What follows belongs to an exercise in optimizing a design on an open flow for small area, a short achievable clock period and few clock cycles per item; a production flow would make more cautious choices. In this exercise RTL edits were held to simulation tests only and were not proved equivalent to the original. Power and IR drop assume default switching activity.

before:
==> flow/design.v (excerpt) <==
module attn_loader_top (
    input  logic                      clk,
    input  logic                      rst,
    input  logic                      wb_cyc,
    input  logic                      wb_stb,
    input  logic                      wb_we,
    input  logic [8-1:0] wb_adr,
    input  logic [32-1:0]        wb_dat_w,
    output logic [32-1:0]        wb_dat_r,
    output logic                      wb_ack,
    output logic                      m_valid,
    output logic [32-1:0]        m_data,
    output logic                      m_last,
    output logic [3:0]                m_seg,
    input  logic                      ready
);
    logic                    st_we;
    logic [7-1:0] st_waddr;
    logic [32-1:0]      st_wdata;
    logic [7-1:0] rd_addr;
    logic [((2 * 2 * (2 / 2)) + 2 * (3 * (2 * 2 + 3 * 2) + 2))/2-1:0] rd_pair;
    logic [((2 * 2 * (2 / 2)) + 2 * (3 * (2 * 2 + 3 * 2) + 2))/2-1:0] rd_pair_n;
    logic [32-1:0]      rd_data;
    logic                    rd_final;
    logic                    ph;
    logic                    wr_busy;
    logic      start;
    host_pkg::head_cnt_t head_count;
    logic      busy;
    logic      done;
    logic      ld;
    logic      room;
    logic      finish;
    wb_host_regs u_host (
        .clk        (clk),
        .rst        (rst),
        .wb_cyc     (wb_cyc),
  ...
Size: roughly 5000 cells after synthesis, ~2300 flip-flops, ~120 I/O pins, roughly 0.069 mm2 of cells after synthesis.
==> module stream_reader, before the edit <==
module stream_reader (
    input  logic                    clk,
    input  logic                    rst,
    input  logic                    ld,
    input  logic [7-1:0] rd_addr,
    input  logic                    rd_final,
    input  logic [32-1:0]      rd_data,
    output logic                    room,
    output logic                    finish,
    output logic                    m_valid,
    output logic [32-1:0]      m_data,
    output logic                    m_last,
    output seg_pkg::seg_t           m_seg,
    input  logic                    ready
);
    logic out_final;
    assign room   = !m_valid || ready;
    assign finish = m_valid && ready && out_final;
    always_ff @(posedge clk) begin
        if (rst) begin
            m_valid <= 1'b0;
        end else if (room) begin
            m_valid <= ld;
        end
    end
    always_ff @(posedge clk or posedge rst) begin
        if (rst) begin
            m_data <= '0;
            m_last <= 1'b0;
            m_seg  <= seg_pkg::seg_i;
        end else if (room) begin
            m_data <= rd_data;
            m_last <= seg_pkg::word_last(rd_addr);
            m_seg  <= seg_pkg::seg_t'(seg_pkg::word_seg(rd_addr));
        end
    end
    always_ff @(posedge clk) begin
        if (room) begin
            out_final <= rd_final;
        end
    end
endmodule
clock: 5.0 ns
lec_check: 0
cap_margin: 20
core_margin: 2
core_utilization: 60
cts_cluster_diameter: 150
cts_cluster_size: 25
place_density: 0.7
setup_slack_margin: 2.8
slew_margin: 20
run.sh (not shown) runs the stock make flow with config.mk's settings and CLKGATE_MAP_FILE= SYNTH_SCRIPT=/design/flow/synth_recipe.tcl, a recipe that flattens the netlist after the stock synthesis.
before completed end to end with timing, DRC and antenna clean.
Testbench counts of before, summed over its fixed seeds: cycles 7,582, words 7,328.
Modified inputs, after compared to before
==> flow/design.v, changed modules only <==
module stream_reader (
    input  logic                    clk,
    input  logic                    rst,
    input  logic                    ld,
    input  logic [7-1:0] rd_addr,
    input  logic                    rd_final,
    input  logic [32-1:0]      rd_data,
    output logic                    room,
    output logic                    finish,
    output logic                    m_valid,
    output logic [32-1:0]      m_data,
    output logic                    m_last,
    output seg_pkg::seg_t           m_seg,
    input  logic                    ready
);
    logic out_final;
    assign room   = !m_valid || ready;
    assign finish = m_valid && ready && out_final;
    always_ff @(posedge clk) begin
        if (rst) begin
            m_valid <= 1'b0;
        end else if (room) begin
            m_valid <= ld;
        end
    end
    logic [32-1:0] hold_data;
    logic               hold_last;
    seg_pkg::seg_t      hold_seg;
    logic [32-1:0] next_data;
    logic               next_last;
    seg_pkg::seg_t      next_seg;
    assign next_data = rd_data;
    assign next_last = seg_pkg::word_last(rd_addr);
    assign next_seg  = seg_pkg::seg_t'(seg_pkg::word_seg(rd_addr));
    always_ff @(posedge clk) begin
        if (ld) begin
            hold_data <= next_data;
            hold_last <= next_last;
            hold_seg  <= next_seg;
        end
    end
    always_ff @(posedge clk) begin
        if (room) begin
            out_final <= rd_final;
        end
    end
    always_ff @(posedge clk) begin
        m_data <= room ? next_data : hold_data;
        m_last <= room ? next_last : hold_last;
        m_seg  <= room ? next_seg  : hold_seg;
    end
endmodule
Findings:
- [diff] total wire length after detailed routing, after relative to before: improvement
- Between before and after, power in combinational cells decreased.
- Horizontal die dimension was higher in after than in before.
- Taking after as 1.0, before lands at 0.53 on number of synthesized flops with an enable pin.
- Compared with before, in after first-pass GRT wire length decreased by 26000 um relative to the old numbers, worst setup slack increased by 0.23 ns relative to the old numbers.
Testbench counts of after, summed over its fixed seeds: cycles 7,582, words 7,328.

========
## 05-09
The RTL this note starts from:
==> flow/design.v <==
`timescale 1ns/1ps
package seg_pkg;
    typedef enum logic [3:0] {
        seg_i,
        seg_w_q, seg_bias_q, seg_m_q, seg_e_q,
        seg_w_k, seg_bias_k, seg_m_k, seg_e_k,
        seg_w_v, seg_bias_v, seg_m_v, seg_e_v,
        seg_m_c,
        seg_e_c
    } seg_t;
    typedef logic [7-1:0] seg_addr_t;
    function automatic logic [3:0] word_seg(input logic [7-1:0] a);
        logic [4:0] o;
        o = 5'(a - 7'((2 * 2 * (2 / 2))));    
        if (a < 7'((2 * 2 * (2 / 2)))) word_seg = seg_pkg::seg_i;
        else if (o < 5'd4)  word_seg = seg_pkg::seg_w_q;
        else if (o < 5'd6)  word_seg = seg_pkg::seg_bias_q;
        else if (o < 5'd8)  word_seg = seg_pkg::seg_m_q;
        else if (o < 5'd10) word_seg = seg_pkg::seg_e_q;
        else if (o < 5'd14) word_seg = seg_pkg::seg_w_k;
        else if (o < 5'd16) word_seg = seg_pkg::seg_bias_k;
        else if (o < 5'd18) word_seg = seg_pkg::seg_m_k;
        else if (o < 5'd20) word_seg = seg_pkg::seg_e_k;
        else if (o < 5'd24) word_seg = seg_pkg::seg_w_v;
        else if (o < 5'd26) word_seg = seg_pkg::seg_bias_v;
        else if (o < 5'd28) word_seg = seg_pkg::seg_m_v;
        else if (o < 5'd30) word_seg = seg_pkg::seg_e_v;
        else if (o < 5'd31) word_seg = seg_pkg::seg_m_c;
        else                word_seg = seg_pkg::seg_e_c;
    endfunction
    function automatic logic word_last(input logic [7-1:0] a);
        logic [4:0] o;
        o = 5'(a - 7'((2 * 2 * (2 / 2))));
        if (a < 7'((2 * 2 * (2 / 2)))) word_last = a == 7'((2 * 2 * (2 / 2)) - 1);
        else case (o)
            5'd3, 5'd5, 5'd7, 5'd9, 5'd13, 5'd15, 5'd17, 5'd19,
            5'd23, 5'd25, 5'd27, 5'd29, 5'd30, 5'd31: word_last = 1'b1;
            default: word_last = 1'b0;
        endcase
    endfunction
endpackage
`timescale 1ns/1ps
package host_pkg;
    typedef enum logic {
        reg_ctrl   = 1'b0,
        reg_status = 1'b1
    } host_reg_t;
    typedef logic [3-1:0] head_cnt_t;
    localparam int HOST_SEL_BIT    = 8 - 1;    
    localparam int CTRL_START_BIT  = 0;
    localparam int CTRL_COUNT_LSB  = 1;
    localparam int CTRL_COUNT_MSB  = CTRL_COUNT_LSB + 3 - 1;
    localparam int STATUS_BUSY_BIT = 0;
    localparam int STATUS_DONE_BIT = 1;
endpackage
`timescale 1ns/1ps
module tensor_store (
    input  logic                    clk,
    input  logic                    rst,
    input  logic                    we,
    input  logic                    load,        
    input  logic [7-1:0] waddr,
    input  logic [32-1:0]      wdata,
    output logic                    ph,
    output logic                    wr_busy,     
    input  logic [((2 * 2 * (2 / 2)) + 2 * (3 * (2 * 2 + 3 * 2) + 2))/2-1:0] rd_pair,    
    output logic [32-1:0]      rd_data
);
    localparam int DEPTH = ((2 * 2 * (2 / 2)) + 2 * (3 * (2 * 2 + 3 * 2) + 2));
    localparam int PAIRS = DEPTH / 2;
    localparam int PAIR_W = 7 - 1;
    logic [32-1:0] s0 [PAIRS];
    logic [32-1:0] s1 [PAIRS];
    logic               w_pend;
    logic               w_b;
    logic [PAIR_W-1:0]  w_pair;
    logic [32-1:0] w_data;
    logic               w_now;
    assign w_now   = w_pend && (w_b ^ ph);    
    assign wr_busy = w_pend;
    always_ff @(posedge clk) begin
        if (rst) begin
            ph     <= 1'b0;
            w_pend <= 1'b0;
        end else begin
            ph <= !ph;
            if (we) begin
                w_pend <= waddr < 7'(DEPTH);
            end else if (w_now) begin
                w_pend <= 1'b0;
            end
        end
    end
    always_ff @(posedge clk) begin
        if (load) begin
            w_b    <= waddr[0];
            w_pair <= waddr[7-1:1];
            w_data <= wdata;
        end
    end
    for (genvar k = 0; k < PAIRS; k++) begin : g_pair
        always_ff @(posedge clk) begin
            s1[k] <= s0[k];
            if (w_now && w_pair == PAIR_W'(k)) begin
                s0[k] <= w_data;
            end else begin
                s0[k] <= s1[k];
            end
        end
    end
    always_comb begin
        for (int b = 0; b < 32; b++) begin
            logic [PAIRS-1:0] hit;
            for (int k = 0; k < PAIRS; k++) begin
                hit[k] = rd_pair[k] && s1[k][b];
            end
            rd_data[b] = |hit;
        end
    end
endmodule
`timescale 1ns/1ps
module wb_host_regs (
    input  logic                      clk,
    input  logic                      rst,
    input  logic                      wb_cyc,
    input  logic                      wb_stb,
    input  logic                      wb_we,
    input  logic [8-1:0] wb_adr,
    input  logic [32-1:0]        wb_dat_w,
    output logic [32-1:0]        wb_dat_r,
    output logic                      wb_ack,
    output logic                      st_we,
    output logic [7-1:0]   st_waddr,
    output logic [32-1:0]        st_wdata,
    output logic                      start,
    output host_pkg::head_cnt_t       head_count,
    input  logic                      busy,
    input  logic                      done
);
    logic      req;
    logic      reg_sel;
    logic      reg_idx;
    logic      ctrl_wr;
    host_pkg::head_cnt_t wr_count;
    assign req     = wb_cyc && wb_stb && !wb_ack;    
    assign reg_sel = wb_adr[host_pkg::HOST_SEL_BIT];
    assign reg_idx = wb_adr[0];
    assign ctrl_wr = req && wb_we && reg_sel && reg_idx == host_pkg::reg_ctrl;
    assign wr_count = wb_dat_w[host_pkg::CTRL_COUNT_MSB:host_pkg::CTRL_COUNT_LSB];
    assign st_we    = req && wb_we && !reg_sel;
    assign st_waddr = wb_adr[7-1:0];
    assign st_wdata = wb_dat_w;
    assign start = ctrl_wr && wb_dat_w[host_pkg::CTRL_START_BIT] && !busy &&
                   wr_count != '0 && wr_count <= host_pkg::head_cnt_t'(2);
    always_ff @(posedge clk) begin
        if (rst) begin
            wb_ack     <= 1'b0;
            head_count <= '0;
        end else begin
            wb_ack <= req;
            if (ctrl_wr) begin
                head_count <= wr_count;
            end
        end
    end
    always_ff @(posedge clk) begin
        wb_dat_r <= '0;
        if (reg_sel && reg_idx == host_pkg::reg_status) begin
            wb_dat_r[host_pkg::STATUS_BUSY_BIT] <= busy;
            wb_dat_r[host_pkg::STATUS_DONE_BIT] <= done;
        end else if (reg_sel) begin
            wb_dat_r[host_pkg::CTRL_COUNT_MSB:host_pkg::CTRL_COUNT_LSB] <= head_count;
        end
    end
endmodule
`timescale 1ns/1ps
module segment_sequencer (
    input  logic                    clk,
    input  logic                    rst,
    input  logic                    start,
    input  logic [3-1:0]  head_count,
    input  logic                    ph,
    input  logic                    wr_busy,
    input  logic                    room,         
    input  logic                    finish,       
    output logic                    ld,           
    output logic [7-1:0] rd_addr,
    output logic [((2 * 2 * (2 / 2)) + 2 * (3 * (2 * 2 + 3 * 2) + 2))/2-1:0] rd_pair,
    output logic                    rd_final,
    output logic                    busy,
    output logic                    done
);
    localparam int PAIRS = ((2 * 2 * (2 / 2)) + 2 * (3 * (2 * 2 + 3 * 2) + 2)) / 2;
    localparam seg_pkg::seg_addr_t LAST_ONE = (2 * 2 * (2 / 2)) + (3 * (2 * 2 + 3 * 2) + 2) - 1;
    localparam seg_pkg::seg_addr_t LAST_TWO = (2 * 2 * (2 / 2)) + 2 * (3 * (2 * 2 + 3 * 2) + 2) - 1;
    logic two;         
    logic all_read;    
    logic want;
    logic pair_step;
    assign rd_final = rd_addr == (two ? LAST_TWO : LAST_ONE);
    assign want     = busy ? !all_read : start;
    assign ld       = want && room && (rd_addr[0] ^ ph) && !wr_busy;
    assign pair_step = busy && !all_read && room && rd_addr[0] && !ph && !wr_busy;
    always_ff @(posedge clk) begin
        if (rst) begin
            busy     <= 1'b0;
            done     <= 1'b0;
            all_read <= 1'b0;
            rd_addr  <= '0;
            rd_pair  <= PAIRS'(1);
        end else begin
            if (start) begin
                busy <= 1'b1;
                done <= 1'b0;
            end
            if (ld) begin
                all_read <= rd_final;
                rd_addr  <= rd_addr + 1'b1;
            end
            if (pair_step) begin
                rd_pair <= {rd_pair[PAIRS-2:0], 1'b0};
            end
            if (finish) begin
                busy     <= 1'b0;
                done     <= 1'b1;
                all_read <= 1'b0;
                rd_addr  <= '0;
                rd_pair  <= PAIRS'(1);
            end
        end
    end
    always_ff @(posedge clk) begin
        if (start) begin
            two <= head_count == 3'd2;
        end
    end
endmodule
`timescale 1ns/1ps
module stream_reader (
    input  logic                    clk,
    input  logic                    rst,
    input  logic                    ld,
    input  logic [7-1:0] rd_addr,
    input  logic                    rd_final,
    input  logic [32-1:0]      rd_data,
    output logic                    room,
    output logic                    finish,
    output logic                    m_valid,
    output logic [32-1:0]      m_data,
    output logic                    m_last,
    output seg_pkg::seg_t           m_seg,
    input  logic                    ready
);
    logic out_final;
    assign room   = !m_valid || ready;
    assign finish = m_valid && ready && out_final;
    always_ff @(posedge clk) begin
        if (rst) begin
            m_valid <= 1'b0;
        end else if (room) begin
            m_valid <= ld;
        end
    end
    always_ff @(posedge clk or posedge rst) begin
        if (rst) begin
            m_data <= '0;
            m_last <= 1'b0;
            m_seg  <= seg_pkg::seg_i;
        end else if (room) begin
            m_data <= rd_data;
            m_last <= seg_pkg::word_last(rd_addr);
            m_seg  <= seg_pkg::seg_t'(seg_pkg::word_seg(rd_addr));
        end
    end
    always_ff @(posedge clk) begin
        if (room) begin
            out_final <= rd_final;
        end
    end
endmodule
`timescale 1ns/1ps
module attn_loader_top (
    input  logic                      clk,
    input  logic                      rst,
    input  logic                      wb_cyc,
    input  logic                      wb_stb,
    input  logic                      wb_we,
    input  logic [8-1:0] wb_adr,
    input  logic [32-1:0]        wb_dat_w,
    output logic [32-1:0]        wb_dat_r,
    output logic                      wb_ack,
    output logic                      m_valid,
    output logic [32-1:0]        m_data,
    output logic                      m_last,
    output logic [3:0]                m_seg,
    input  logic                      ready
);
    logic                    st_we;
    logic [7-1:0] st_waddr;
    logic [32-1:0]      st_wdata;
    logic [7-1:0] rd_addr;
    logic [((2 * 2 * (2 / 2)) + 2 * (3 * (2 * 2 + 3 * 2) + 2))/2-1:0] rd_pair;
    logic [32-1:0]      rd_data;
    logic                    rd_final;
    logic                    ph;
    logic                    wr_busy;
    logic      start;
    host_pkg::head_cnt_t head_count;
    logic      busy;
    logic      done;
    logic      ld;
    logic      room;
    logic      finish;
    wb_host_regs u_host (
        .clk        (clk),
        .rst        (rst),
        .wb_cyc     (wb_cyc),
        .wb_stb     (wb_stb),
        .wb_we      (wb_we),
        .wb_adr     (wb_adr),
        .wb_dat_w   (wb_dat_w),
        .wb_dat_r   (wb_dat_r),
        .wb_ack     (wb_ack),
        .st_we      (st_we),
        .st_waddr   (st_waddr),
        .st_wdata   (st_wdata),
        .start      (start),
        .head_count (head_count),
        .busy       (busy),
        .done       (done)
    );
    tensor_store u_store (
        .clk     (clk),
        .rst     (rst),
        .we      (st_we),
        .load    (!wb_ack),
        .waddr   (st_waddr),
        .wdata   (st_wdata),
        .ph      (ph),
        .wr_busy (wr_busy),
        .rd_pair (rd_pair),
        .rd_data (rd_data)
    );
    segment_sequencer u_seq (
        .clk        (clk),
        .rst        (rst),
        .start      (start),
        .head_count (st_wdata[host_pkg::CTRL_COUNT_MSB:host_pkg::CTRL_COUNT_LSB]),
        .ph         (ph),
        .wr_busy    (wr_busy),
        .room       (room),
        .finish     (finish),
        .ld         (ld),
        .rd_addr    (rd_addr),
        .rd_pair    (rd_pair),
        .rd_final   (rd_final),
        .busy       (busy),
        .done       (done)
    );
    stream_reader u_reader (
        .clk      (clk),
        .rst      (rst),
        .ld       (ld),
        .rd_addr  (rd_addr),
        .rd_final (rd_final),
        .rd_data  (rd_data),
        .room     (room),
        .finish   (finish),
        .m_valid  (m_valid),
        .m_data   (m_data),
        .m_last   (m_last),
        .m_seg    (m_seg),
        .ready    (ready)
    );
endmodule
Settings: LEC_CHECK=0, CAP_MARGIN=20, CORE_MARGIN=2, CORE_UTILIZATION=60, CTS_CLUSTER_DIAMETER=150, CTS_CLUSTER_SIZE=25, PLACE_DENSITY=0.7, SETUP_SLACK_MARGIN=2.8, SLEW_MARGIN=20, TNS_END_PERCENT=10; clock period 5.0 ns.
Testbench counts of 05-09, summed over its fixed seeds: cycles 7,582, words 7,328.
What 09-08 does differently from 05-09 at the input level:
--- a/flow/design.v
+++ b/flow/design.v
@@ -260,21 +260,13 @@
         end else if (room) begin
             m_valid <= ld;
         end
     end
-    always_ff @(posedge clk or posedge rst) begin
-        if (rst) begin
-            m_data <= '0;
-            m_last <= 1'b0;
-            m_seg  <= seg_pkg::seg_i;
-        end else if (room) begin
-            m_data <= rd_data;
-            m_last <= seg_pkg::word_last(rd_addr);
-            m_seg  <= seg_pkg::seg_t'(seg_pkg::word_seg(rd_addr));
-        end
-    end
     always_ff @(posedge clk) begin
         if (room) begin
+            m_data    <= rd_data;
+            m_last    <= seg_pkg::word_last(rd_addr);
+            m_seg     <= seg_pkg::seg_t'(seg_pkg::word_seg(rd_addr));
             out_final <= rd_final;
         end
     end
 endmodule
==> summary.txt <==
09-08 finished end to end and its layout was clean on timing, DRC and antenna.
Overall via count from detail_route of 09-08 falls short of that of 05-09 by a few percent.
On setup slack, the higher figure sits with 05-09, not 09-08.
Compared 09-08 vs 05-09, and sequential share of layout area is up in 09-08.
Between 09-08 and 05-09, the difference in area after synthesis is negligible.
05-09 → 09-08: count of cell types in the netlist down about 6%; share of the cycle needed by the critical path after routing shows an increase of 1.5 points.
Looking only at critical path depth, and setting everything else aside, the lower value of 09-08 and 05-09 goes to 09-08.
Comparing 09-08 with 05-09, the total power of the final layout came out essentially unchanged.
Compared with 05-09, 09-08 shows routed wire length that has gone down by a few percent.
The minimum setup slack after placement of 09-08 was inferior to that of 05-09.
Clock network fraction of total power, 09-08 and 05-09, lower one = 09-08.
Delta(delay contributed by the slowest stage of the critical path, 09-08 - 05-09) > 0
The capturing instance or port of the critical path comes out u_reader.m_data[28]$_DFFE_PP0N_ in one run and u_reader.m_data[19]$_DFFE_PN_ in the other, namely in 05-09 and 09-08 respectively.
Testbench counts of 09-08, summed over its fixed seeds: cycles 7,582, words 7,328.

## what the ideal ports hide
How much do the figures lean on ideal ports? The routed layouts below were timed once more, with nothing changed but the port constraints.
Step 1 assumes that a clkbuf_16 drives the clock port and a buf_2 every other input.
Step 2 adds t to the input delays and takes it off the output delays; t is the mean of the earliest and latest rising clock arrival at the registers after step 1. Input paths then give back, and output paths get back, about the clock's delay inside the block.
Slacks: ideal / step 1 / step 2; pairs: ideal / step 1.
| run | shift t [ns] | slack for setup (ns) | worst register clock-pin slew, ns |
|---|---|---|---|
| before | 0.826 | 2.428 / 2.428 / 1.847 | 0.12 / 0.12 |
| after | 0.793 | 2.658 / 2.655 / 2.035 | 0.11 / 0.11 |
| 05-09 | 0.806 | 2.554 / 2.521 / 1.968 | 0.10 / 0.10 |
| 09-08 | 0.803 | 2.477 / 2.477 / 1.864 | 0.10 / 0.10 |
After both steps every run listed still meets setup and hold. The setup slack of after, which loses most, moves by -0.003 ns with the drivers and by -0.623 ns with both steps.
